Context: an optimization exercise on an open-source flow, tuned for small area, a short achievable clock period and few clock cycles per item. The choices shown serve that exercise and are no tape-out recipe.
At most, simulation tests tie the RTL to the original design; equivalence was not proved.
No functional check of the RTL was part of runs 1 and 2.

==> flow/design.v (outline; a module is shown in full before it is edited, if it fits) <==
// module pi_inc_mux: 112 lines
// module pi_mac: 1276 lines
// module pi_fa: 4 lines
// module pi_ctrl: 21 lines
module pi_ctrl (
  input  logic         clk,
  input  logic         rst_n,
  input  logic         start,
  input  logic [127:0] set,
  input  logic [127:0] feedback,
  input  logic         infrain,
  input  logic         gain_we,
  input  logic [31:0]  ka_in,
  input  logic [31:0]  kb_in,
  input  logic         clr,
  output logic         busy,
  output logic         done,
  output logic [127:0] result,
  output logic [3:0]   sat
);
  // ...
==> flow/flow/run.sh <==
#!/bin/bash
# The standard layout (standard synthesis unchanged), except that the port
# buffers that placement inserts on every input and output are buf_4 cells
# instead of the default smallest buffer (a slow delay buffer on sky130hd).
set -euo pipefail
export BUFFER_PORTS_ARGS="-buffer_cell sky130_fd_sc_hd__buf_4"
bash standard.sh > standard.log 2>&1
==> flow/standard.sh <==
#!/bin/bash
# synth_recipe.tcl (not shown) runs the flow's synth.tcl, then flattens the netlist and writes it again
# the make line also repeats each setting of config.mk as NAME=value (left out here)
make -C /OpenROAD-flow-scripts/flow DESIGN_CONFIG=/design/flow/config.mk WORK_HOME=/design/flow/orfs CLKGATE_MAP_FILE= SYNTH_SCRIPT=/design/flow/synth_recipe.tcl "${@:-finish}"
==> flow/config.mk <==
export PLATFORM = sky130hd
export DESIGN_NAME = pi_ctrl
export DESIGN_NICKNAME = pi_ctrl
export VERILOG_FILES = /design/flow/design.v
export SDC_FILE = /design/flow/constraint.sdc
export NUM_CORES = 4
export LEC_CHECK = 0
export CAP_MARGIN = 20
export CORE_MARGIN = 2
export CORE_UTILIZATION = 40
export SETUP_SLACK_MARGIN = 0.6
export SLEW_MARGIN = 20
export SYNTH_HIERARCHICAL = 1
export SYNTH_MINIMUM_KEEP_SIZE = 0
==> flow/constraint.sdc <==
create_clock -name core_clock -period 11.0 [get_ports {clk}]
set_input_delay 2.2000 -clock core_clock [delete_from_list [all_inputs] [get_ports {clk}]]
set_output_delay 2.2000 -clock core_clock [all_outputs]
set_load 0.01 [all_outputs]
==> summary.md, run 1 <==
| Metric | Value |
|---|---|
| Outcome | `timing/DRC/antenna clean` |
| Placed insts | `10,900` |
| Top Registers | `u_pi.ni_q: 128 flops, u_pi.prev_q: 128 flops, u_pi.res_q: 128 flops` |
| Met2 wire len | `135 mm` |
| Worst-Skew Late Latency | `740 ps` |
| Start point of the critical path | `u_pi.prev_q[1][13]` |
| Worst path required time | `8800 ps` |
| Detailed placement HPWL | `218 mm` |
| Crit path max fanout | `29` |
| Arrival @ worst endpoint | `8030 ps` |
| Clk_skew | `48.2 ps` |
| Setup violators final | `0` |
| Minimum clock period | `10,230 ps` |
| Diode count | `17` |
| Largest family of logic cells by synthesized area | `adder cells` |
| Worst-path cell chain | `buf_4 -> a22oi_1 -> xnor2_1 -> fa_1 -> fa_1 -> fa_1 -> fa_1 -> fa_1 -> fa_1 -> ha_1 -> a21o_1 -> a21o_2 -> a21o_2 -> a32oi_2 -> o31ai_4 -> o31ai_2 -> xnor2_1 -> nand3b_1 -> buf_6 -> nand2_1 -> a21oi_2 -> buf_4` |
| Syn_area_per_cell | `9.64 sq um` |
| H-tree depth | `3` |
| Root Buffer | `clkbuf_16` |
| WHS Path Cells | `2` |
| Total gr overflow | `0` |
| Share of cell area taken by multi-input logic gates | `71.6%` |
| Post-synth ARST share | `64.9%` |
| Core box area | `0.199 sq mm` |
| Reg2reg path depth | `20` |
==> run 2: changes to the inputs <==
==> flow/flow/run.sh (replaced) <==
#!/bin/bash
# The standard layout (standard synthesis unchanged), except that the port
# buffers that placement inserts on every input and output are buf_2 cells
# instead of the default smallest buffer (a slow delay buffer on sky130hd).
set -euo pipefail
export BUFFER_PORTS_ARGS="-buffer_cell sky130_fd_sc_hd__buf_2"
bash standard.sh > standard.log 2>&1
==> run 2 against run 1 <==
Still clean on timing, DRC and antenna; critical path depth stayed put; core utilization is 0.57 points lower; first-iteration DRC count is 7.6% higher; hold slack better by 4.8 ps; setup slack hardly changed; global-route usage is 0.22 points higher; register-to-register slack worse by 30 ps; fmax hardly changed; highest routed layer unchanged.
==> summary.md, run 2 <==
| Metric | Value |
|---|---|
| Outcome | `timing/DRC/antenna clean (unchanged)` |
| Vias | `68,300 (was 67,800)` |
| Crit path max fanout | `38 (was 29)` |
| I/O Pins | `460 (unchanged)` |
| Post-placement cell area | `0.0851 sq mm (was 0.0863 sq mm)` |
| Fraction of layout cells with a size suffix above 1 | `13.9% (was 13.7%)` |
| Register area share after synthesis | `14.6% (unchanged)` |
| Slowest-stage cell, CP | `dfxtp_2 (was dfrtp_1)` |
| Detailed placement HPWL | `215 mm (was 218 mm)` |
| Port buffer count | `437 (unchanged)` |
| Critical Path Most Common Cell | `fa_1 (unchanged)` |
| Unrepaired setup endpoints after global routing | `yes (was no)` |
| Synth Cell Area | `0.0800 sq mm (unchanged)` |
| Count leader, synth | `xnor2_1 (unchanged)` |
| WS Path Type | `reg -> out (unchanged)` |
| Clk_skew | `39.3 ps (was 48.2 ps)` |
| Die Y | `451 microns (unchanged)` |
| Largest area contributor in the synthesized netlist | `fa_1 (unchanged)` |
| Cts bufs inserted | `69 (unchanged)` |
| Setup violators final | `0 (unchanged)` |
| H-tree depth | `3 (unchanged)` |
| Root Buffer | `clkbuf_16 (unchanged)` |
| Area Overhead vs Synth | `11.0% (was 12.4%)` |
| Initial drt markers | `8,020 (was 7,451)` |
| Fin crit share | `93.0% (about the same)` |
| Site Rows | `164 (unchanged)` |
| Vias/cell | `6.13 (was 6.08)` |
| Synth Register Bits | `501 (unchanged)` |
| Die width | `451 microns (unchanged)` |
| Synth warn | `18 (unchanged)` |
| Routed len/inst | `27.5 microns (was 27.2 microns)` |
| Largest family of logic cells by synthesized area | `adder cells (unchanged)` |
| Total gr overflow | `0 (unchanged)` |
| WL final | `306 mm (was 303 mm)` |
| Vias in the first global route | `70,300 (was 70,500)` |
| Headroom to the max-slew limit | `24.3% (was 26.0%)` |
| Worst-Skew Late Latency | `720 ps (was 740 ps)` |
| Worst path required time | `8800 ps (about the same)` |
| R2R Setup Slk | `3560 ps (was 3590 ps)` |
| Worst setup SP type | `register (unchanged)` |
| CTS clk-pin slew, worst paths | `60 ps (about the same)` |
| Syn Nets | `10,200 (unchanged)` |
| Post-route ant nets | `0 (unchanged)` |
| Syn_area_per_cell | `9.64 sq um (unchanged)` |
| Fin. max-slew vios | `0 (unchanged)` |
| Clock tree from TritonCTS | `built (unchanged)` |
| Die Area | `0.204 sq mm (unchanged)` |
| Worst-path cell chain | `buf_12 -> a22oi_1 -> xnor2_1 -> fa_1 -> fa_1 -> fa_1 -> fa_1 -> fa_1 -> fa_1 -> ha_1 -> a21o_1 -> a21oi_1 -> nor2_1 -> a21oi_1 -> o31ai_4 -> o31ai_2 -> xnor2_2 -> nand3b_1 -> buf_12 -> nand2_1 -> a21oi_1 -> buf_2 (was buf_4 -> a22oi_1 -> xnor2_1 -> fa_1 -> fa_1 -> fa_1 -> fa_1 -> fa_1 -> fa_1 -> ha_1 -> a21o_1 -> a21o_2 -> a21o_2 -> a32oi_2 -> o31ai_4 -> o31ai_2 -> xnor2_1 -> nand3b_1 -> buf_6 -> nand2_1 -> a21oi_2 -> buf_4)` |
| Post-synth ARST share | `64.9% (unchanged)` |
| Post-synthesis xor/xnor area fraction | `16.7% (unchanged)` |
| Reg2reg path depth | `24 (was 20)` |
| Initial antenna violation count | `23 (was 21)` |
| First-pass GRT wire length | `451 mm (was 449 mm)` |
| # clock sinks | `501 (unchanged)` |
| Multiplexer share of the synthesized area | `0.990% (unchanged)` |
| Hold Vio Cnt, Final | `0 (unchanged)` |
| EDFF count, synth | `0 (unchanged)` |
| Top Registers | `u_pi.ni_q: 128 flops, u_pi.prev_q: 128 flops, u_pi.res_q: 128 flops (unchanged)` |
| Yosys cell types | `117 (unchanged)` |
| Minimum clock period | `10,230 ps (about the same)` |
| TNS Setup | `0 ps (unchanged)` |
| Simple-gate share of the synthesized area | `9.69% (unchanged)` |
| Cts hold-fix bufs | `0 (unchanged)` |
| Worst Max-Slew Pin Slew | `1140 ps (was 1110 ps)` |
| GPL Wtd Cong | `0.945 (was 0.954)` |
| Yosys top cell area share | `26.6% (unchanged)` |
| Clk buf depth | `3 (unchanged)` |
| Commonest non-fill, non-tap cell in the layout | `xnor2_1 (unchanged)` |
| Peak Freq | `0.0977 GHz (about the same)` |
| Post-synthesis compound-gate area fraction | `19.0% (unchanged)` |
| Adder-Cell Fraction of Synth Area | `33.9% (unchanged)` |
| Most frequent cells in the layout | `xnor2_1 (1,388), fa_1 (1,064), a22oi_1 (1,009) (was xnor2_1 (1,387), fa_1 (1,064), a22oi_1 (1,009))` |
| CP endpoint kind | `primary output (unchanged)` |
| Starting Density | `40.2% (unchanged)` |
| Arrival @ worst endpoint | `8030 ps (about the same)` |
| DR pass1 iterations | `7 (unchanged)` |
| Max stage delay on crit path | `720 ps (was 690 ps)` |
| Max-cap viol count | `0 (unchanged)` |
| Post-route cell area | `0.0888 sq mm (was 0.0899 sq mm)` |
| Hold Crit Class | `reg -> reg (unchanged)` |
| Cells after Synth | `8,301 (unchanged)` |
| DRC errors left | `0 (unchanged)` |
| WHS Path Cells | `2 (unchanged)` |
| Core box area | `0.199 sq mm (unchanged)` |
| Post-synth top cells | `xnor2_1 (1,390), fa_1 (1,064), a22oi_1 (1,009) (unchanged)` |
| Synth top area cells | `fa_1 (27%), xnor2_1 (15%), dfrtp_1 (9.9%) (unchanged)` |
| Fin nets | `10,300 (about the same)` |
| All-Layer GR Usage | `29.2% (was 29.0%)` |
| Main synth FF type | `dfrtp_1 (unchanged)` |
| Hold Slack | `497 ps (was 492 ps)` |
| Largest net degree at the start of global routing | `97 (was 87)` |
[run 2: path summary, 6_finish.rpt]
path,from,endpoint
setup / recovery,u_pi.enc_q[40],result[56]
max in group asynchronous,rst_n,u_pi.done_q
setup reg to reg,u_pi.enc_q[40],u_pi.res_q[0][29]
hold / removal,u_pi.prev_q[3][2],u_pi.prev_q[3][2]
min in group asynchronous,rst_n,u_pi.res_q[0][18]
hold reg to reg,u_pi.prev_q[3][2],u_pi.prev_q[3][2]
[run 2: through the flow]
step	setup WS, ps	util [%]	std cells
after floorplan	1820	-	8301
after global placement	1140	42.7	10900
after global routing	560	44.6	11100
after CTS	601	44.1	11100
after detailed placement	1090	42.7	10900
final	767	44.6	11100
[run 2: critical path: cells and delay by family, from the launching register on]
| family | cells | cell delay [ps] |
|---|---|---|
| adders and majority gates | 7 | 3320 |
| and+or+nand+nor | 3 | 340 |
| buffers and inverters | 3 | 740 |
| AOI/OAI and AO/OA | 7 | 1740 |
| xor gates and xnor gates | 2 | 400 |
| DFF | 1 | 720 |
[run 2: per-layer routing]
metal | part of all wire, % | wire, microns | up-vias | GRT usage, %
met5 | 0.026 | 80 | - | 0
met4 | 8.3 | 25300 | 12 | 20.7
met3 | 10 | 31900 | 987 | 7.19
met2 | 44 | 135000 | 4162 | 44.9
met1 | 37 | 114000 | 34000 | 35.8
li1 | - | - | 29200 | -
[run 2: per-module statistics from Yosys, one instance, submodules excluded, excerpt]
module,cells,flip-flops and latches,copies in the design,cell area [sq um]
pi_fa,1,0,1028,20.0
pi_mac,1050,0,4,8070
[run 2: logic make-up after synthesis]
kind of cell,after synthesis
flip-flops,501
XOR/XNOR,1520
AND/OR/NAND/NOR,1526
other,1
adder cells (fa/ha/maj),1532
buffers and inverters,1003
multiplexers,73
AO/OA/AOI/OAI,2145
[run 2: repair_timing]
action	in CTS	in global routing
setup endpoints to repair	122	129
setup buffers	21	64
gates cloned	0	1
resized for setup	13	53
[run 2: layout make-up]
cell class,instances,area [sq um]
multi-input combinational,6797,64400
tap,2656,3320
sequential,501,11800
antenna,16,40.0
timing repair buffer,782,5870
clock buffer,94,1950
clock inverter,31,385
fill,18900,110000
inverter,262,985
==> module pi_inc_mux, before the edit <==
module pi_inc_mux #(
  parameter int                  CH       = 4,
  parameter int                  W        = 32,
  parameter int                  SCALE_SH = 7,
  parameter logic signed [W-1:0] DEADBAND = 32,
  parameter logic [7:0]          IR_MASK  = 8'h01,
  parameter logic signed [W-1:0] IR_SET   = -40,
  parameter bit                  ACCUM    = 1'b0,
  parameter logic signed [W-1:0] OUT_MAX  = {1'b0, {(W-1){1'b1}}},
  parameter logic signed [W-1:0] OUT_MIN  = {1'b1, {(W-1){1'b0}}},
  parameter logic signed [W-1:0] KA_RST   = 360,
  parameter logic signed [W-1:0] KB_RST   = 210
) (
  input  logic            clk,
  input  logic            rst_n,
  input  logic            start,
  input  logic [CH*W-1:0] set,
  input  logic [CH*W-1:0] feedback,
  input  logic            infrain,
  input  logic            gain_we,
  input  logic [W-1:0]    ka_in,
  input  logic [W-1:0]    kb_in,
  input  logic            clr,
  output logic            busy,
  output logic            done,
  output logic [CH*W-1:0] result,
  output logic [CH-1:0]   sat
);
  function automatic logic [47:0] booth(input logic [31:0] v, input logic flip);
    logic [15:0] o, t, n;
    logic [32:0] x;
    x = {v, 1'b0};
    for (int k = 0; k < 16; k++) begin
      o[k] = x[2*k+1] ^ x[2*k];
      t[k] = (x[2*k+2] & ~x[2*k+1] & ~x[2*k]) | (~x[2*k+2] & x[2*k+1] & x[2*k]);
      n[k] = x[2*k+2] ^ flip;
    end
    booth = {o, t, n};
  endfunction
  logic            done_q, acc;
  logic [W-1:0]    ka_sh_q, kb_sh_q, kb_sh_d;
  logic [47:0]     enc_q;
  logic [W-1:0]    prev_q[CH];
  logic [W-1:0]    res_q [CH];
  logic [W-1:0]    ni_q  [CH];
  logic [CH-1:0]   sat_q;
  logic [W-1:0]    err   [CH];
  logic [W-1:0]    pa    [CH];
  logic [W-1:0]    res_n [CH];
  logic [CH-1:0]   clip;
  assign acc     = start && !clr && !done_q;
  assign kb_sh_d = gain_we ? kb_in : kb_sh_q;
  for (genvar c = 0; c < CH; c++) begin : g_ch
    logic [W-1:0] s, e, sum, ni;
    logic         d, pos, negv;
    always_comb begin
      s = set[c*W +: W];
      if (infrain && IR_MASK[c] && (s != '0)) s = IR_SET;
      e = (s << SCALE_SH) - feedback[c*W +: W];
      if (($signed(e) > -DEADBAND) && ($signed(e) < DEADBAND)) e = '0;
      err[c] = e;
    end
    assign ni = ni_q[c];
    pi_mac u_mac (
      .bo(enc_q[47:32]), .bt(enc_q[31:16]), .bn(enc_q[15:0]),
      .m(prev_q[c]), .ni(ni), .r(res_q[c]), .pa(pa[c]), .s(sum));
    assign d    = pa[c][W-1];
    assign pos  = !res_q[c][W-1] && !d &&  sum[W-1];
    assign negv =  res_q[c][W-1] &&  d && !sum[W-1];
    assign clip[c]  = pos || negv;
    assign res_n[c] = pos ? OUT_MAX : negv ? OUT_MIN : sum;
    assign result[c*W +: W] = done_q ? res_n[c] : res_q[c];
  end
  always_ff @(posedge clk or negedge rst_n) begin
    if (!rst_n) begin
      done_q  <= 1'b0;
      ka_sh_q <= KA_RST;
      kb_sh_q <= KB_RST;
      sat_q   <= '0;
      for (int i = 0; i < CH; i++) begin
        prev_q[i] <= '0;
        res_q[i]  <= '0;
      end
    end else begin
      done_q  <= acc;
      kb_sh_q <= kb_sh_d;
      if (gain_we) ka_sh_q <= ka_in;
      if (clr) begin
        sat_q <= '0;
        for (int i = 0; i < CH; i++) begin
          prev_q[i] <= '0;
          res_q[i]  <= '0;
        end
      end else begin
        if (done_q) begin
          sat_q <= clip;
          for (int i = 0; i < CH; i++) res_q[i] <= res_n[i];
        end
        if (acc) begin
          for (int i = 0; i < CH; i++) prev_q[i] <= err[i];
        end
      end
    end
  end
  always_ff @(posedge clk) begin
    enc_q <= acc ? booth(ka_sh_q, 1'b0) : booth(kb_sh_d, 1'b1);
    for (int i = 0; i < CH; i++) ni_q[i] <= acc ? pa[i] : '0;
  end
  assign busy = 1'b0;
  assign done = done_q;
  assign sat  = done_q ? clip : sat_q;
endmodule
==> run 3: changes to the inputs <==
--- a/flow/design.v
+++ b/flow/design.v
@@ -87,16 +87,6 @@
       if (gain_we) ka_sh_q <= ka_in;
-      if (clr) begin
-        sat_q <= '0;
-        for (int i = 0; i < CH; i++) begin
-          prev_q[i] <= '0;
-          res_q[i]  <= '0;
-        end
-      end else begin
-        if (done_q) begin
-          sat_q <= clip;
-          for (int i = 0; i < CH; i++) res_q[i] <= res_n[i];
-        end
-        if (acc) begin
-          for (int i = 0; i < CH; i++) prev_q[i] <= err[i];
-        end
+      sat_q <= clr ? '0 : sat;
+      for (int i = 0; i < CH; i++) begin
+        res_q[i]  <= clr ? '0 : result[i*W +: W];
+        prev_q[i] <= clr ? '0 : acc ? err[i] : prev_q[i];
       end
--- a/flow/config.mk
+++ b/flow/config.mk
@@ -10,3 +10,3 @@
 export CORE_UTILIZATION = 40
-export SETUP_SLACK_MARGIN = 0.6
+export SETUP_SLACK_MARGIN = 1.2
 export SLEW_MARGIN = 20
==> run 3 against run 2 <==
Flip-flop and latch count is the same; critical path depth is the same; still clean.
==> summary.md, run 3 <==
| Metric | Value |
|---|---|
| Outcome | `timing/DRC/antenna clean (unchanged)` |
| Worst path required time | `8800 ps (about the same)` |
| Cts bufs inserted | `72 (was 69)` |
| Clk buf depth | `3 (unchanged)` |
| Routed len/inst | `28.1 microns (was 27.5 microns)` |
| Port buffer count | `437 (unchanged)` |
| Synth warn | `18 (unchanged)` |
| Arrival @ worst endpoint | `7650 ps (was 8030 ps)` |
| Area Overhead vs Synth | `18.1% (was 11.0%)` |
| Syn Nets | `10,100 (was 10,200)` |
| Initial drt markers | `8,446 (was 8,020)` |
| Hold Vio Cnt, Final | `0 (unchanged)` |
| Fin nets | `10,500 (was 10,300)` |
| Cts hold-fix bufs | `0 (unchanged)` |
| Minimum clock period | `9850 ps (was 10,230 ps)` |
| Synth top area cells | `fa_1 (27%), xnor2_1 (15%), dfrtp_1 (10%) (was fa_1 (27%), xnor2_1 (15%), dfrtp_1 (9.9%))` |
| Root Buffer | `clkbuf_16 (unchanged)` |
| Worst setup SP type | `register (unchanged)` |
| Crit path max fanout | `8 (was 38)` |
| Largest net degree at the start of global routing | `104 (was 97)` |
| Hold Crit Class | `reg -> reg (unchanged)` |
| Yosys top cell area share | `26.7% (was 26.6%)` |
| Syn_area_per_cell | `9.62 sq um (was 9.64 sq um)` |
| Cells after Synth | `8,282 (was 8,301)` |
| WS Path Type | `reg -> out (unchanged)` |
| DR pass1 iterations | `7 (unchanged)` |
| Post-synth ARST share | `64.9% (unchanged)` |
| Commonest non-fill, non-tap cell in the layout | `xnor2_1 (unchanged)` |
| Main synth FF type | `dfrtp_1 (unchanged)` |
| All-Layer GR Usage | `29.6% (was 29.2%)` |
| Clk_skew | `50.5 ps (was 39.3 ps)` |
| Worst Setup Slack post-DPL | `996 ps (was 1090 ps)` |
| Register area share after synthesis | `14.6% (about the same)` |
| Total gr overflow | `0 (unchanged)` |
| Die width | `450 microns (was 451 microns)` |
| Most frequent cells in the layout | `xnor2_1 (1,364), fa_1 (994), a22oi_1 (972) (was xnor2_1 (1,388), fa_1 (1,064), a22oi_1 (1,009))` |
| Vias/cell | `6.14 (was 6.13)` |
| Vias in the first global route | `70,800 (was 70,300)` |
| CTS clk-pin slew, worst paths | `60 ps (about the same)` |
| Max-cap viol count | `0 (unchanged)` |
| Die Area | `0.203 sq mm (was 0.204 sq mm)` |
| Detailed placement HPWL | `216 mm (was 215 mm)` |
| Fin. max-slew vios | `0 (unchanged)` |
| Largest area contributor in the synthesized netlist | `fa_1 (unchanged)` |
| CP endpoint kind | `primary output (unchanged)` |
| H-tree depth | `3 (unchanged)` |
| Count leader, synth | `xnor2_1 (unchanged)` |
| FF/Latch Area | `0.0119 sq mm (was 0.0118 sq mm)` |
| I/O Pins | `460 (unchanged)` |
| Worst Max-Slew Pin Slew | `1180 ps (was 1140 ps)` |
| TNS Setup | `0 ps (unchanged)` |
| Synth Cell Area | `0.0796 sq mm (was 0.0800 sq mm)` |
| Footprint of the multi-input gates | `0.0662 sq mm (was 0.0644 sq mm)` |
| Peak Freq | `0.101 GHz (was 0.0977 GHz)` |
| Starting Density | `40.3% (was 40.2%)` |
| Synth Register Bits | `501 (unchanged)` |
| DRC errors left | `0 (unchanged)` |
| Headroom to the max-slew limit | `20.7% (was 24.3%)` |
| Post-synth top cells | `xnor2_1 (1,394), fa_1 (1,064), a22oi_1 (1,025) (was xnor2_1 (1,390), fa_1 (1,064), a22oi_1 (1,009))` |
| Final setup margin | `1150 ps (was 767 ps)` |
| Unrepaired setup endpoints after global routing | `yes (unchanged)` |
| Setup violators final | `0 (unchanged)` |
| First-pass GRT wire length | `455 mm (was 451 mm)` |
| Die Y | `450 microns (was 451 microns)` |
| Yosys cell types | `105 (was 117)` |
| Filler Cell Count | `18,300 (was 18,900)` |
| EDFF count, synth | `0 (unchanged)` |
| Initial antenna violation count | `17 (was 23)` |
| Vias | `69,700 (was 68,300)` |
| WL final | `319 mm (was 306 mm)` |
| Clock tree from TritonCTS | `built (unchanged)` |
| Fraction of layout cells with a size suffix above 1 | `20.1% (was 13.9%)` |
| Top Registers | `u_pi.ni_q: 128 flops, u_pi.prev_q: 128 flops, u_pi.res_q: 128 flops (unchanged)` |
| # clock sinks | `501 (unchanged)` |
| Site Rows | `163 (was 164)` |
| Post-route ant nets | `0 (unchanged)` |
| Worst-Skew Late Latency | `780 ps (was 720 ps)` |
| Hold Slack | `481 ps (was 497 ps)` |
| GPL Wtd Cong | `0.959 (was 0.945)` |
| Core box area | `0.198 sq mm (was 0.199 sq mm)` |
| Fin crit share | `89.6% (was 93.0%)` |
## run 3: kinds of logic (layout without fill, tap and decap cells)
family	after synthesis	in the layout	synth area share, %
adder cells (fa/ha/maj)	1532	1532	34.1
AO/OA/AOI/OAI	2143	2143	19.0
buffers and inverters	997	1417	5.03
multiplexers	73	73	0.991
AND/OR/NAND/NOR	1512	1512	9.47
other	1	12	0.00471
flip-flops	501	501	14.6
XOR/XNOR	1523	1523	16.7
## run 3: layout make-up
class                      instances  share of cell area, %
multi-input combinational       6784                   70.4
sequential                       501                   12.7
timing repair buffer            1020                   9.81
tap                             2640                   3.51
clock buffer                     100                   2.14
inverter                         265                   1.06
clock inverter                    32                  0.427
antenna                           11                 0.0293
## run 3: layer usage
metal / up-vias / share of wire (%) / routed length (microns) / GRT usage, %
met1: 34800 / 38 / 120000 / 37.0
met3: 1100 / 10 / 33300 / 7.17
met4: 10 / 8.4 / 26900 / 20.2
li1: 29600 / - / - / -
met5: - / 0.026 / 83 / 0
met2: 4192 / 43 / 139000 / 45.0
## run 3: repair_timing
action,CTS,global route
cloned,10,27
setup endpoints to repair,132,132
gates resized for setup,204,455
pin swaps,41,203
buffers inserted,104,126
## run 3: modules after synthesis, one instance, submodules excluded, excerpt
module | copies in the design | cell area [sq um]
pi_fa | 1028 | 20.0
pi_mac | 4 | 8030
## run 3: worst max-delay path: stages, from the launching register on
cell	delay [ps]
dfxtp_4	380
buf_12	200
buf_16	210
buf_4	150
a22oi_1	70
xnor2_1	320
fa_1	500
fa_1	530
fa_1	430
fa_1	400
fa_1	490
fa_2	650
fa_1	440
ha_1	240
or2_2	320
o31ai_4	290
xnor2_2	180
nand3b_1	280
buf_6	190
clkbuf_16	170
nand2_1	70
a21oi_2	210
buf_2	180
## run 3: per-stage QoR
| stage | instance area [sq um] | std cells | util [%] |
|---|---|---|---|
| after CTS | 90000 | 11200 | 45.6 |
| after floorplan | 79600 | 8282 | - |
| after global placement | 85200 | 10900 | 43.1 |
| after global routing | 94100 | 11300 | 47.6 |
| after detailed placement | 85300 | 10900 | 43.1 |
| final | 94100 | 11400 | 47.6 |
## run 3: path summary, 6_finish.rpt
| path | slack, ps | cells past startpoint | endpoint | startpoint |
|---|---|---|---|---|
| min in group asynchronous | 1530 | 1 | u_pi.res_q[1][19] | rst_n |
| max in group asynchronous | 7760 | 2 | u_pi.prev_q[3][8] | rst_n |
| max | 1150 | 22 | result[112] | u_pi.enc_q[16] |
| max reg2reg | 3910 | 24 | u_pi.res_q[3][23] | u_pi.enc_q[16] |
| min | 480 | 1 | u_pi.prev_q[1][31] | u_pi.prev_q[1][31] |
| min reg2reg | 480 | 1 | u_pi.prev_q[1][31] | u_pi.prev_q[1][31] |
Testbench counts of run 3, summed over its fixed seeds: cycles 3,192, items 1,600.
==> run 4: changes to the inputs <==
--- a/flow/config.mk
+++ b/flow/config.mk
@@ -10,3 +10,3 @@
 export CORE_UTILIZATION = 40
-export SETUP_SLACK_MARGIN = 1.2
+export SETUP_SLACK_MARGIN = 0.6
 export SLEW_MARGIN = 20
==> run 4 against run 3 <==
Still clean on timing, DRC and antenna; final area decreased by 5.6%; hold slack worse by 3.5 ps; count of clock-buffer cells in the layout stayed put; global-route usage shrank 0.88 points; critical endpoint is now result[125].
==> summary.md, run 4 <==
| Metric | Value |
|---|---|
| Cts hold-fix bufs | `0 (unchanged)` |
| Cts bufs inserted | `72 (unchanged)` |
| Core box area | `0.198 sq mm (unchanged)` |
| Post-Layout Cell Count | `11,100 (was 11,400)` |
| TNS Setup | `0 ps (unchanged)` |
| Outcome | `timing/DRC/antenna clean (unchanged)` |
| Final setup margin | `831 ps (was 1150 ps)` |
| Clk buf depth | `3 (unchanged)` |
| Worst path required time | `8800 ps (about the same)` |
| Initial drt markers | `7,325 (was 8,446)` |
| First-pass GRT wire length | `444 mm (was 455 mm)` |
| Worst Setup Slack post-DPL | `996 ps (unchanged)` |
| Total gr overflow | `0 (unchanged)` |
| Most frequent cells in the layout | `xnor2_1 (1,388), fa_1 (1,064), a22oi_1 (1,025) (was xnor2_1 (1,364), fa_1 (994), a22oi_1 (972))` |
| Post-synth top cells | `xnor2_1 (1,394), fa_1 (1,064), a22oi_1 (1,025) (unchanged)` |
| CP endpoint kind | `primary output (unchanged)` |
| Setup violators final | `0 (unchanged)` |
| Synth warn | `18 (unchanged)` |
| Filler Cell Count | `18,800 (was 18,300)` |
| Port buffer count | `437 (unchanged)` |
| EDFF count, synth | `0 (unchanged)` |
| Count leader, synth | `xnor2_1 (unchanged)` |
| WL final | `300 mm (was 319 mm)` |
| Cells after Synth | `8,282 (unchanged)` |
| Die Area | `0.203 sq mm (unchanged)` |
| Critical Path Stages | `21 (was 22)` |
| Delay-heaviest family, CP | `adder cells (unchanged)` |
| Syn Nets | `10,100 (unchanged)` |
| Hold Crit Class | `reg -> reg (unchanged)` |
| Fin crit share | `92.4% (was 89.6%)` |
| # clock sinks | `501 (unchanged)` |
| Largest area contributor in the synthesized netlist | `fa_1 (unchanged)` |
| Max stage delay on crit path | `890 ps (was 650 ps)` |
| DR pass1 iterations | `7 (unchanged)` |
| WS Path Type | `reg -> out (unchanged)` |
| Synth Cell Area | `0.0796 sq mm (unchanged)` |
| Top Registers | `u_pi.ni_q: 128 flops, u_pi.prev_q: 128 flops, u_pi.res_q: 128 flops (unchanged)` |
| Synth top area cells | `fa_1 (27%), xnor2_1 (15%), dfrtp_1 (10%) (unchanged)` |
| Yosys top cell area share | `26.7% (unchanged)` |
| Clk_skew | `48.6 ps (was 50.5 ps)` |
| Max-cap viol count | `0 (unchanged)` |
| Worst-path cell chain | `buf_4 -> a22oi_1 -> xnor2_1 -> fa_1 -> fa_1 -> fa_1 -> fa_1 -> fa_1 -> fa_1 -> ha_1 -> nand2_1 -> nor2_1 -> a21oi_1 -> o31ai_4 -> o31ai_2 -> xnor2_1 -> nand3b_1 -> buf_6 -> nand2_1 -> a21oi_2 -> buf_2 (was buf_12 -> buf_16 -> buf_4 -> a22oi_1 -> xnor2_1 -> fa_1 -> fa_1 -> fa_1 -> fa_1 -> fa_1 -> fa_2 -> fa_1 -> ha_1 -> or2_2 -> o31ai_4 -> xnor2_2 -> nand3b_1 -> buf_6 -> clkbuf_16 -> nand2_1 -> a21oi_2 -> buf_2)` |
| Starting Density | `40.3% (unchanged)` |
| All-Layer GR Usage | `28.7% (was 29.6%)` |
| Vias in the first global route | `69,900 (was 70,800)` |
| Syn_area_per_cell | `9.62 sq um (unchanged)` |
| Main synth FF type | `dfrtp_1 (unchanged)` |
| Placed insts | `10,900 (unchanged)` |
| Worst-Skew Late Latency | `760 ps (was 780 ps)` |
| Unrepaired setup endpoints after global routing | `no (was yes)` |
| Fin nets | `10,300 (was 10,500)` |
| Initial antenna violation count | `13 (was 17)` |
| Synth Register Bits | `501 (unchanged)` |
| Slowest-stage cell, CP | `dfrtp_1 (was fa_2)` |
| Area Overhead vs Synth | `11.5% (was 18.1%)` |
| Reg2reg path depth | `22 (was 24)` |
| Hold Vio Cnt, Final | `0 (unchanged)` |
| Root Buffer | `clkbuf_16 (unchanged)` |
| Crit path max fanout | `32 (was 8)` |
| Minimum clock period | `10,170 ps (was 9850 ps)` |
| Post-route ant nets | `0 (unchanged)` |
| Vias/cell | `6.08 (was 6.14)` |
| Die Y | `450 microns (unchanged)` |
| Fraction of layout cells with a size suffix above 1 | `13.7% (was 20.1%)` |
| Arrival @ worst endpoint | `7970 ps (was 7650 ps)` |
| Routed len/inst | `26.9 microns (was 28.1 microns)` |
| Peak Freq | `0.0983 GHz (was 0.101 GHz)` |
| Worst setup SP type | `register (unchanged)` |
| Site Rows | `163 (unchanged)` |
| Post-synth ARST share | `64.9% (unchanged)` |
| Headroom to the max-slew limit | `19.0% (was 20.7%)` |
| Commonest non-fill, non-tap cell in the layout | `xnor2_1 (unchanged)` |
| Detailed placement HPWL | `216 mm (unchanged)` |
| Yosys cell types | `105 (unchanged)` |
| Clock tree from TritonCTS | `built (unchanged)` |
| Vias | `67,800 (was 69,700)` |
| CTS clk-pin slew, worst paths | `60 ps (about the same)` |
| Post-placement cell area | `0.0853 sq mm (unchanged)` |
| Register area share after synthesis | `14.6% (unchanged)` |
| Buf/Inv on CP | `3 (was 6)` |
| Largest net degree at the start of global routing | `104 (unchanged)` |
| Worst Max-Slew Pin Slew | `1210 ps (was 1180 ps)` |
| Die width | `450 microns (unchanged)` |
| Fin. max-slew vios | `0 (unchanged)` |
| Critical Path Most Common Cell | `fa_1 (unchanged)` |
| GPL Wtd Cong | `0.959 (unchanged)` |
| DRC errors left | `0 (unchanged)` |
| WHS Path Cells | `1 (unchanged)` |
| I/O Pins | `460 (unchanged)` |
| H-tree depth | `3 (unchanged)` |
| Post-route cell area | `0.0888 sq mm (was 0.0941 sq mm)` |
[run 4: cell counts after synthesis]
No cell type changed its count.
[run 4: per-module statistics from Yosys, one instance, submodules excluded, excerpt]
| module | copies in the design | cells | cell area (sq um) |
|---|---|---|---|
| pi_fa | 1028 | 1 | 20.0 |
| pi_mac | 4 | 1050 | 8030 |
[run 4: cells by family after synthesis]
logic type,count (synthesis),share of synthesized area [%]
AOI/OAI and AO/OA,2143,19.0
adders and majority gates,1532,34.1
xor gates and xnor gates,1523,16.7
and+or+nand+nor,1512,9.47
buffers and inverters,997,5.03
DFF,501,14.6
muxes,73,0.991
other,1,0.00471
[run 4: worst paths after layout]
kind / from / endpoint / slack [ps]
max in group asynchronous: rst_n / u_pi.res_q[3][2] / 7800
max reg2reg: u_pi.prev_q[1][17] / u_pi.res_q[1][0] / 3660
min reg2reg: u_pi.prev_q[1][31] / u_pi.prev_q[1][31] / 480
max: u_pi.prev_q[3][11] / result[125] / 830
min: u_pi.prev_q[1][31] / u_pi.prev_q[1][31] / 480
min in group asynchronous: rst_n / u_pi.res_q[1][19] / 1320
[run 4: through the flow]
stage	hold slack (ps)	utilization (%)
finish	477	44.9
floorplan	443	-
detailed placement	467	43.1
CTS	479	44.6
global placement	483	43.1
global route	515	44.9
[run 4: area by class of cell]
type / instances / area (sq um) / share of cell area, %
multi-input cells: 6784 / 64200 / 72.3
clock inverters: 32 / 402 / 0.452
well taps: 2640 / 3300 / 3.72
flip-flops and latches: 501 / 11800 / 13.3
clock buffers: 100 / 2020 / 2.27
diodes: 6 / 15.0 / 0.0169
inverters: 265 / 995 / 1.12
repair buffers: 816 / 6030 / 6.79
[run 4: repair_timing]
item / in CTS / in global routing
setup buffers: 26 / 35
endpoints found under the setup margin: 114 / 120
resized for setup: 14 / 51
pin swaps: 0 / 4
cloned: 0 / 1
[run 4: per-layer routing]
metal	global-route usage, %	routed length (microns)
met1	36.2	115000
met2	44.2	133000
met3	6.51	30000
met4	18.5	21900
met5	0	30
==> run 5: changes to the inputs <==
--- a/flow/config.mk
+++ b/flow/config.mk
@@ -10,3 +10,3 @@
 export CORE_UTILIZATION = 40
-export SETUP_SLACK_MARGIN = 0.6
+export SETUP_SLACK_MARGIN = 0.85
 export SLEW_MARGIN = 20
==> run 5 against run 4 <==
Sequential share of layout area about the same; final cell count is 0.21% higher; core utilization is 0.28 points higher; first-iteration DRC count is 5.6% higher; hold slack better by 4.6 ps; setup slack better by 130 ps; critical path depth unchanged; synthesized cell count did not move.
==> summary.md, run 5 <==
| Metric | Value |
|---|---|
| H-tree depth | `3 (unchanged)` |
| Delay-heaviest family, CP | `adder cells (unchanged)` |
| FF/Latch Area | `0.0119 sq mm (was 0.0118 sq mm)` |
| CP endpoint kind | `primary output (unchanged)` |
| Clock tree from TritonCTS | `built (unchanged)` |
| Initial drt markers | `7,737 (was 7,325)` |
| Worst Max-Slew Pin Slew | `1220 ps (was 1210 ps)` |
| Cts bufs inserted | `72 (unchanged)` |
| Largest net degree at the start of global routing | `104 (unchanged)` |
| Count leader, synth | `xnor2_1 (unchanged)` |
| Critical Path Most Common Cell | `fa_1 (unchanged)` |
| Largest area contributor in the synthesized netlist | `fa_1 (unchanged)` |
| Commonest non-fill, non-tap cell in the layout | `xnor2_1 (unchanged)` |
| Max-cap viol count | `0 (unchanged)` |
| WL final | `301 mm (was 300 mm)` |
| Filler Cell Count | `18,700 (was 18,800)` |
| Worst Setup Slack post-DPL | `996 ps (unchanged)` |
| Detailed placement HPWL | `216 mm (unchanged)` |
| Synth Register Bits | `501 (unchanged)` |
| Cts hold-fix bufs | `0 (unchanged)` |
| Yosys cell types | `105 (unchanged)` |
| Syn Nets | `10,100 (unchanged)` |
| WS Path Type | `reg -> out (unchanged)` |
| TNS Setup | `0 ps (unchanged)` |
| Die width | `450 microns (unchanged)` |
| Initial antenna violation count | `15 (was 13)` |
| Worst setup SP type | `register (unchanged)` |
| Unrepaired setup endpoints after global routing | `yes (was no)` |
| Yosys top cell area share | `26.7% (unchanged)` |
| Outcome | `timing/DRC/antenna clean (unchanged)` |
| Slowest-stage cell, CP | `dfrtp_1 (unchanged)` |
| Max stage delay on crit path | `880 ps (was 890 ps)` |
| All-Layer GR Usage | `29.0% (was 28.7%)` |
| Routed len/inst | `27.0 microns (was 26.9 microns)` |
| EDFF count, synth | `0 (unchanged)` |
| DRC errors left | `0 (unchanged)` |
| Root Buffer | `clkbuf_16 (unchanged)` |
| CTS clk-pin slew, worst paths | `50 ps (was 60 ps)` |
| I/O Pins | `460 (unchanged)` |
| Buf/Inv on CP | `3 (unchanged)` |
| Main synth FF type | `dfrtp_1 (unchanged)` |
| Setup violators final | `0 (unchanged)` |
| Vias/cell | `6.09 (was 6.08)` |
| Worst path required time | `8800 ps (about the same)` |
| GPL Wtd Cong | `0.959 (unchanged)` |
| Final setup margin | `957 ps (was 831 ps)` |
| Core box area | `0.198 sq mm (unchanged)` |
| DR pass1 iterations | `7 (unchanged)` |
| Worst-path cell chain | `buf_4 -> a22oi_1 -> xnor2_1 -> fa_1 -> fa_1 -> fa_1 -> fa_1 -> fa_1 -> fa_1 -> ha_1 -> nand2_1 -> nor2_1 -> a21oi_1 -> o31ai_4 -> o31ai_2 -> xnor2_2 -> nand3b_1 -> buf_12 -> nand2_1 -> a21oi_2 -> buf_2 (was buf_4 -> a22oi_1 -> xnor2_1 -> fa_1 -> fa_1 -> fa_1 -> fa_1 -> fa_1 -> fa_1 -> ha_1 -> nand2_1 -> nor2_1 -> a21oi_1 -> o31ai_4 -> o31ai_2 -> xnor2_1 -> nand3b_1 -> buf_6 -> nand2_1 -> a21oi_2 -> buf_2)` |
| Vias in the first global route | `70,300 (was 69,900)` |
| Clk buf depth | `3 (unchanged)` |
| Vias | `68,000 (was 67,800)` |
| Port buffer count | `437 (unchanged)` |
| Worst-Skew Late Latency | `770 ps (was 760 ps)` |
| Hold Vio Cnt, Final | `0 (unchanged)` |
| Fin crit share | `91.3% (was 92.4%)` |
| Hold Crit Class | `reg -> reg (unchanged)` |
| Fin. max-slew vios | `0 (unchanged)` |
| Post-synth top cells | `xnor2_1 (1,394), fa_1 (1,064), a22oi_1 (1,025) (unchanged)` |
| Post-synth ARST share | `64.9% (unchanged)` |
| Minimum clock period | `10,040 ps (was 10,170 ps)` |
| Post-route ant nets | `0 (unchanged)` |
| Clk_skew | `48.1 ps (was 48.6 ps)` |
| First-pass GRT wire length | `447 mm (was 444 mm)` |
| # clock sinks | `501 (unchanged)` |
| Synth Cell Area | `0.0796 sq mm (unchanged)` |
| Die Y | `450 microns (unchanged)` |
| Fin nets | `10,300 (about the same)` |
| Syn_area_per_cell | `9.62 sq um (unchanged)` |
| Crit path max fanout | `32 (unchanged)` |
| Footprint of the multi-input gates | `0.0644 sq mm (was 0.0642 sq mm)` |
| Starting Density | `40.3% (unchanged)` |
| Site Rows | `163 (unchanged)` |
| Cells after Synth | `8,282 (unchanged)` |
| Fraction of layout cells with a size suffix above 1 | `14.5% (was 13.7%)` |
| Peak Freq | `0.0996 GHz (was 0.0983 GHz)` |
| Most frequent cells in the layout | `xnor2_1 (1,384), fa_1 (1,060), a22oi_1 (1,025) (was xnor2_1 (1,388), fa_1 (1,064), a22oi_1 (1,025))` |
| Synth warn | `18 (unchanged)` |
| Total gr overflow | `0 (unchanged)` |
| Headroom to the max-slew limit | `18.3% (was 19.0%)` |
| R2R Setup Slk | `3770 ps (was 3660 ps)` |
| Area Overhead vs Synth | `12.2% (was 11.5%)` |
| Register area share after synthesis | `14.6% (unchanged)` |
| Die Area | `0.203 sq mm (unchanged)` |
| Top Registers | `u_pi.ni_q: 128 flops, u_pi.prev_q: 128 flops, u_pi.res_q: 128 flops (unchanged)` |
| Arrival @ worst endpoint | `7840 ps (was 7970 ps)` |
| Synth top area cells | `fa_1 (27%), xnor2_1 (15%), dfrtp_1 (10%) (unchanged)` |
## run 5: cell count changes in the layout (fill, tap and decap cells not counted), moves of 4 or more
cell     delta
xnor2_2     +4
a21oi_1     -8
dfrtp_2    +32
a21oi_2     +7
fa_1        -4
dfxtp_4     +4
xnor2_1     -4
buf_12     +12
buf_4       +5
fa_2        +4
dfrtp_1    -32
## run 5: logic make-up after synthesis
| kind of cell | count (synthesis) | share of synthesized area, % |
|---|---|---|
| AND/OR/NAND/NOR | 1512 | 9.47 |
| multiplexers | 73 | 0.991 |
| buffers and inverters | 997 | 5.03 |
| XOR/XNOR | 1523 | 16.7 |
| flip-flops | 501 | 14.6 |
| other | 1 | 0.00471 |
| adder cells (fa/ha/maj) | 1532 | 34.1 |
| AO/OA/AOI/OAI | 2143 | 19.0 |
## run 5: final timing paths
check | from | to | depth (start not counted)
worst max-delay path | u_pi.prev_q[3][2] | result[125] | 21
worst min-delay path | u_pi.prev_q[1][31] | u_pi.prev_q[1][31] | 1
worst max register to register | u_pi.prev_q[1][20] | u_pi.res_q[1][0] | 22
worst min register to register | u_pi.prev_q[1][31] | u_pi.prev_q[1][31] | 1
max in group asynchronous | rst_n | u_pi.res_q[3][2] | 3
min in group asynchronous | rst_n | u_pi.res_q[1][19] | 1
## run 5: per-stage QoR
stage | cells | hold slack, ps | area, sq um | util [%]
after global routing | 11200 | 515 | 89300 | 45.2
after CTS | 11100 | 479 | 88700 | 44.9
after global placement | 10900 | 483 | 85200 | 43.1
after detailed placement | 10900 | 467 | 85300 | 43.1
after floorplan | 8282 | 443 | 79600 | -
final | 11200 | 482 | 89400 | 45.2
## run 5: final cells by class
| type | count | area share (%) |
|---|---|---|
| sequential | 501 | 13.3 |
| clock buffer | 100 | 2.26 |
| antenna | 8 | 0.0224 |
| tap | 2640 | 3.70 |
| multi-input combinational | 6784 | 72.0 |
| clock inverter | 32 | 0.449 |
| timing repair buffer | 837 | 7.13 |
| inverter | 265 | 1.11 |
## run 5: per-module statistics from Yosys (local to each module, per instance), excerpt
module / cells inside / flops+latches
pi_fa: 1 / 0
pi_mac: 1050 / 0
## run 5: repair_timing
action | CTS | global route
gates resized for setup | 56 | 77
cloned | 1 | 1
pin swaps | 3 | 19
setup endpoints to repair | 132 | 132
buffers inserted | 63 | 18
## run 5: per-layer routing
layer	track usage, %	vias to the layer above	share of wire, %	wire length (microns)
met5	0	-	0.011	34
met4	19.3	6	7.4	22300
met3	6.62	932	9.6	28900
met2	44.2	3912	44	133000
met1	36.6	33900	39	117000
li1	-	29200	-	-

[what the ideal ports hide]
How much do the figures lean on ideal ports? The routed layouts below were timed once more, with nothing changed but the port constraints. Step 1, drivers: a clkbuf_16 drives clk and a buf_2 each remaining input, both assumed. Step 2 moves the port delays by t, midway between the first and last clock arrival at a register: inputs arrive t later, outputs are due t later. That takes back most of the time a late clock gives input paths. a / b / c = ideal ports / drivers / drivers and shift; a / b = the first two.
run	shift t [ns]	slack for setup (ns)	hold WS [ns]	worst setup path at the end	slew at the worst register clock pin (ns)
run 1	0.809	0.767 / 0.680 / 1.490	0.492 / 0.492 / 0.492	register to output	0.07 / 0.07
run 2	0.791	0.767 / 0.678 / 1.469	0.497 / 0.497 / 0.497	register to output	0.07 / 0.07
run 3	0.830	1.146 / 1.069 / 1.899	0.481 / 0.481 / 0.481	register to output	0.08 / 0.08
run 4	0.820	0.831 / 0.745 / 1.565	0.477 / 0.477 / 0.477	register to output	0.08 / 0.08
run 5	0.822	0.957 / 0.881 / 1.703	0.482 / 0.482 / 0.482	register to output	0.08 / 0.08
After both steps setup and hold are still met in every run listed.
